This design comes from an exercise in tuning for small area, a short achievable clock period and few clock cycles per item on the open sky130 flow, not from production work. Only simulation tests tie the RTL to the original design; equivalence was not proved.

==> inputs of run a <==
// fft_bfly_pipe
module fft_bfly_pipe #(
  parameter int DATA_W = 16,
  parameter int TW_W   = 16,
  parameter int TAG_W  = 8
) (
  input  logic              clk,
  input  logic              rst,
  input  logic              in_valid,
  output logic              in_ready,
  input  logic [DATA_W-1:0] a_re,
  input  logic [DATA_W-1:0] a_im,
  input  logic [DATA_W-1:0] b_re,
  input  logic [DATA_W-1:0] b_im,
  input  logic [TW_W-1:0]   w_re,
  input  logic [TW_W-1:0]   w_im,
  input  logic              inv,
  input  logic              scale,
  input  logic [TAG_W-1:0]  tag_in,
  output logic              out_valid,
  input  logic              out_ready,
  output logic [DATA_W-1:0] y0_re,
  output logic [DATA_W-1:0] y0_im,
  output logic [DATA_W-1:0] y1_re,
  output logic [DATA_W-1:0] y1_im,
  output logic              ovf,
  output logic [TAG_W-1:0]  tag_out
);
  function automatic logic [16:0] bsel(
    input logic [15:0] x,
    input logic        one,
    input logic        two,
    input logic        neg
  );
    bsel = (({17{one}} & {x[15], x}) | ({17{two}} & {x, 1'b0})) ^ {17{neg}};
  endfunction
  logic en;
  logic v1_q, v2_q, v3_q;
  assign en       = !v3_q | out_ready;
  assign in_ready = en;
  ...
==> flow/config.mk <==
export PLATFORM = sky130hd
export DESIGN_NAME = fft_bfly_pipe
export DESIGN_NICKNAME = fft_bfly_pipe
export VERILOG_FILES = /design/flow/design.v
export SDC_FILE = /design/flow/constraint.sdc
export NUM_CORES = 4
export LEC_CHECK = 0
export CAP_MARGIN = 20
export CORE_MARGIN = 2
export CORE_UTILIZATION = 55
export CTS_CLUSTER_DIAMETER = 150
export CTS_CLUSTER_SIZE = 30
export PLACE_DENSITY = 0.7
export SETUP_SLACK_MARGIN = 3.8
export SLEW_MARGIN = 20
export SYNTH_HIERARCHICAL = 1
export SYNTH_MINIMUM_KEEP_SIZE = 0
export TNS_END_PERCENT = 0
==> flow/constraint.sdc <==
create_clock -name core_clock -period 7.5 [get_ports {clk}]
set_input_delay 1.5000 -clock core_clock [delete_from_list [all_inputs] [get_ports {clk}]]
set_output_delay 1.5000 -clock core_clock [all_outputs]
set_load 0.01 [all_outputs]
standard.sh (not shown) runs the stock make flow with config.mk's settings and CLKGATE_MAP_FILE= SYNTH_SCRIPT=/design/flow/synth_recipe.tcl, a recipe that flattens the netlist after the stock synthesis.
==> flow/flow/run.sh <==
#!/bin/bash
set -o pipefail
export BUFFER_PORTS_ARGS="-buffer_cell sky130_fd_sc_hd__buf_1"
bash standard.sh > standard.log 2>&1
==> run b (differences from run a) <==
Settings changed: CORE_UTILIZATION 55 to 40, PLACE_DENSITY 0.7 to not set.
==> run c (differences from run a) <==
Settings changed: CTS_CLUSTER_SIZE 30 to 24.
==> comparison table <==
item                                                        run b           run a           run c
Result of the run                                  finished clean  finished clean  finished clean
Startpoint of the tightest hold check path              r2_tag[5]       r1_tag[7]       r2_tag[7]
Layout Utilization                                         0.4328          0.5879          0.5882
HPWL after detailed placement                            78.30 mm        72.26 mm        72.26 mm
Capture point of the worst reg-to-reg path             r2_im1[16]      r2_im1[14]      r2_im1[14]
Via count normalized by instance count                      5.669           6.113           6.141
Fraction of standard cell area that is sequential          0.2397          0.2424          0.2422
# rows                                                        116              99              99
Worst Setup Slack post-DPL                               3.329 ns        3.407 ns        3.407 ns
End point of the most critical hold path                r3_tag[5]       r2_tag[7]       r3_tag[7]
Wire length on met3                                      8.802 mm        9.029 mm        9.455 mm
Num CTS Buffers                                                17              16              18
Initial antenna violation count                                 1               0               0
Global routing usage on met1                               0.2935          0.3699          0.3716
Worst Path Arrival                                        4.05 ns         4.01 ns         4.03 ns
X dimension of the die                                   321.1 um        274.5 um        274.5 um
GRT met2 Usage                                             0.3765          0.4638          0.4610
Net total in the final layout                                4205            4195            4198
Clk latency of the worst-skew pair                        0.58 ns         0.58 ns         0.60 ns
Testbench counts of run a, summed over its fixed seeds: cycles 16,024, items 16,000.
Testbench counts of run b, summed over its fixed seeds: cycles 16,024, items 16,000.
Testbench counts of run c, summed over its fixed seeds: cycles 16,024, items 16,000.

========
==> inputs of 05-20 <==
Another version of the RTL of fft_bfly_pipe (not shown whole).
export LEC_CHECK = 0
export CAP_MARGIN = 20
export CORE_MARGIN = 2
export CORE_UTILIZATION = 40
export SETUP_SLACK_MARGIN = 3.8
export SLEW_MARGIN = 20
export SYNTH_HIERARCHICAL = 1
export SYNTH_MINIMUM_KEEP_SIZE = 0
export TNS_END_PERCENT = 0
create_clock -name core_clock -period 7.5 [get_ports {clk}]
run.sh (not shown) runs the stock make flow with config.mk's settings and CLKGATE_MAP_FILE= SYNTH_SCRIPT=/design/flow/synth_recipe.tcl, a recipe that flattens the netlist after the stock synthesis.
Stock flow here: none of the scripts above is used.
==> 07-21: changes against 05-20 <==
- SETUP_SLACK_MARGIN: 3.8 -> 4.2
==> results.py <==
metrics = {
    "route": {
        "drt_iter0_markers": 2796,
    },
    "timing": {
        "slew_headroom": 0.2519,
        "final.setup_skew_ns": 0.03983,
        "max_slew.worst_pin.slew_ns": 1.122,
    },
    "run_status": {
        "run_status": "timing/DRC/antenna clean",
    },
    "final_layout": {
        "area.share.sequential": 0.2290,
        "post-route-cell-area_mm2": 0.04628,
    },
    "critical_path": {
        "setup.reg_to_reg.worst_slack_ns": 3.73,
    },
}
[end of results for 05-20]
==> results.py <==
metrics = {
    "route": {
        "drt_iter0_markers": 2678,
    },
    "final_layout": {
        "area.share.sequential": 0.2284,
        "post-route-cell-area_mm2": 0.04642,
    },
    "timing": {
        "slew_headroom": 0.2506,
        "max_slew.worst_pin.slew_ns": 1.124,
    },
    "run_status": {
        "run_status": "timing/DRC/antenna clean",
    },
}
[end of results for 07-21]
Testbench counts of 05-20, summed over its fixed seeds: cycles 16,024, items 16,000.
Testbench counts of 07-21, summed over its fixed seeds: cycles 16,024, items 16,000.

========
==> build 51 <==
fft_bfly_pipe, a different RTL version from the one above (not shown whole).
// fft_bfly_pipe
module fft_bfly_pipe #(
  parameter int DATA_W = 16,
  parameter int TW_W   = 16,
  parameter int TAG_W  = 8
) (
  input  logic              clk,
  input  logic              rst,
  input  logic              in_valid,
  output logic              in_ready,
  input  logic [DATA_W-1:0] a_re,
  input  logic [DATA_W-1:0] a_im,
  input  logic [DATA_W-1:0] b_re,
  input  logic [DATA_W-1:0] b_im,
  input  logic [TW_W-1:0]   w_re,
  input  logic [TW_W-1:0]   w_im,
  input  logic              inv,
  input  logic              scale,
  input  logic [TAG_W-1:0]  tag_in,
  output logic              out_valid,
  input  logic              out_ready,
  output logic [DATA_W-1:0] y0_re,
  output logic [DATA_W-1:0] y0_im,
  output logic [DATA_W-1:0] y1_re,
  output logic [DATA_W-1:0] y1_im,
  output logic              ovf,
  output logic [TAG_W-1:0]  tag_out
);
export LEC_CHECK = 0
export CAP_MARGIN = 20
export CORE_MARGIN = 2
export CORE_UTILIZATION = 55
export CTS_CLUSTER_DIAMETER = 150
export CTS_CLUSTER_SIZE = 24
export PLACE_DENSITY = 0.7
export SETUP_SLACK_MARGIN = 3.5
export SLEW_MARGIN = 20
export SYNTH_HIERARCHICAL = 1
export SYNTH_MINIMUM_KEEP_SIZE = 0
export TNS_END_PERCENT = 0
create_clock -name core_clock -period 7.5 [get_ports {clk}]
standard.sh (not shown) runs the stock make flow with config.mk's settings and CLKGATE_MAP_FILE= SYNTH_SCRIPT=/design/flow/synth_recipe.tcl, a recipe that flattens the netlist after the stock synthesis.
Scripts as last shown in full above: flow/flow/run.sh
==> build 92 (differences from build 51) <==
--- a/flow/config.mk
+++ b/flow/config.mk
@@ -13,3 +13,3 @@
 export PLACE_DENSITY = 0.7
-export SETUP_SLACK_MARGIN = 3.5
+export SETUP_SLACK_MARGIN = 5.0
 export SLEW_MARGIN = 20
==> build 24 (differences from build 51) <==
--- a/flow/config.mk
+++ b/flow/config.mk
@@ -13,3 +13,3 @@
 export PLACE_DENSITY = 0.7
-export SETUP_SLACK_MARGIN = 3.5
+export SETUP_SLACK_MARGIN = 4.0
 export SLEW_MARGIN = 20
==> summary.txt <==
Status: build 24 timing/DRC/antenna clean; build 51 timing/DRC/antenna clean; build 92 timing/DRC/antenna clean
Final min period: build 24 3.65 ns; build 51 4.14 ns; build 92 3.73 ns
Arrival time worst endpoint: build 24 3.99 ns; build 51 4.47 ns; build 92 4.07 ns
Remaining max-slew budget at the tightest pin: build 24 0.381; build 51 0.399; build 92 0.382
Fraction of met3 tracks used by global routing: build 24 0.0541; build 51 0.0455; build 92 0.0536
Peak per-stage delay on the critical path: build 24 0.50 ns; build 51 0.82 ns; build 92 0.50 ns
Start of the worst register-to-register path: build 24 r1_br[14]; build 51 r1_br[3]; build 92 r1_br[14]
Crit path capture: build 24 r2_re1[11]; build 51 r2_re1[13]; build 92 r2_re1[11]
Final wirelength: build 24 111,000 um; build 51 108,000 um; build 92 113,000 um
Global-route wire length before repair: build 24 171,000 um; build 51 168,000 um; build 92 172,000 um
Post-CTS Resized: build 24 148; build 51 0; build 92 181
Wire length per cell: build 24 23.5 um; build 51 23.2 um; build 92 23.7 um
Testbench counts of build 51, summed over its fixed seeds: cycles 16,024, items 16,000.
Testbench counts of build 92, summed over its fixed seeds: cycles 16,024, items 16,000.
Testbench counts of build 24, summed over its fixed seeds: cycles 16,024, items 16,000.

[separate check: timing with driven ports]
Ports are ideal in the flow. The routed layouts listed here were re-timed in OpenROAD.
Step 1, drivers: a clkbuf_16 drives clk and a buf_2 each remaining input, both assumed.
Step 2 moves the port delays by t, midway between the first and last clock arrival at a register: inputs arrive t later, outputs are due t later. That takes back most of the time a late clock gives input paths.
Three values: no drivers, after step 1, after step 2; two values: the first two.
run	t, ns	slack for setup (ns)	hold slack, ns
run a	0.640	3.820 / 3.820 / 3.808	0.427 / 0.427 / 0.427
run b	0.645	3.789 / 3.789 / 3.594	0.412 / 0.412 / 0.412
run c	0.657	3.812 / 3.812 / 3.789	0.427 / 0.427 / 0.427
05-20	0.688	3.729 / 3.729 / 3.652	0.414 / 0.414 / 0.414
07-21	0.686	3.771 / 3.771 / 3.648	0.413 / 0.413 / 0.413
build 51	0.635	3.364 / 3.364 / 3.364	0.427 / 0.427 / 0.427
build 92	0.637	3.768 / 3.768 / 3.619	0.427 / 0.427 / 0.427
build 24	0.642	3.848 / 3.848 / 3.607	0.427 / 0.427 / 0.427
After both steps setup and hold are still met in every run listed. The setup slack of build 24, which loses most, moves by 0.000 ns with the drivers and by -0.241 ns with both steps.
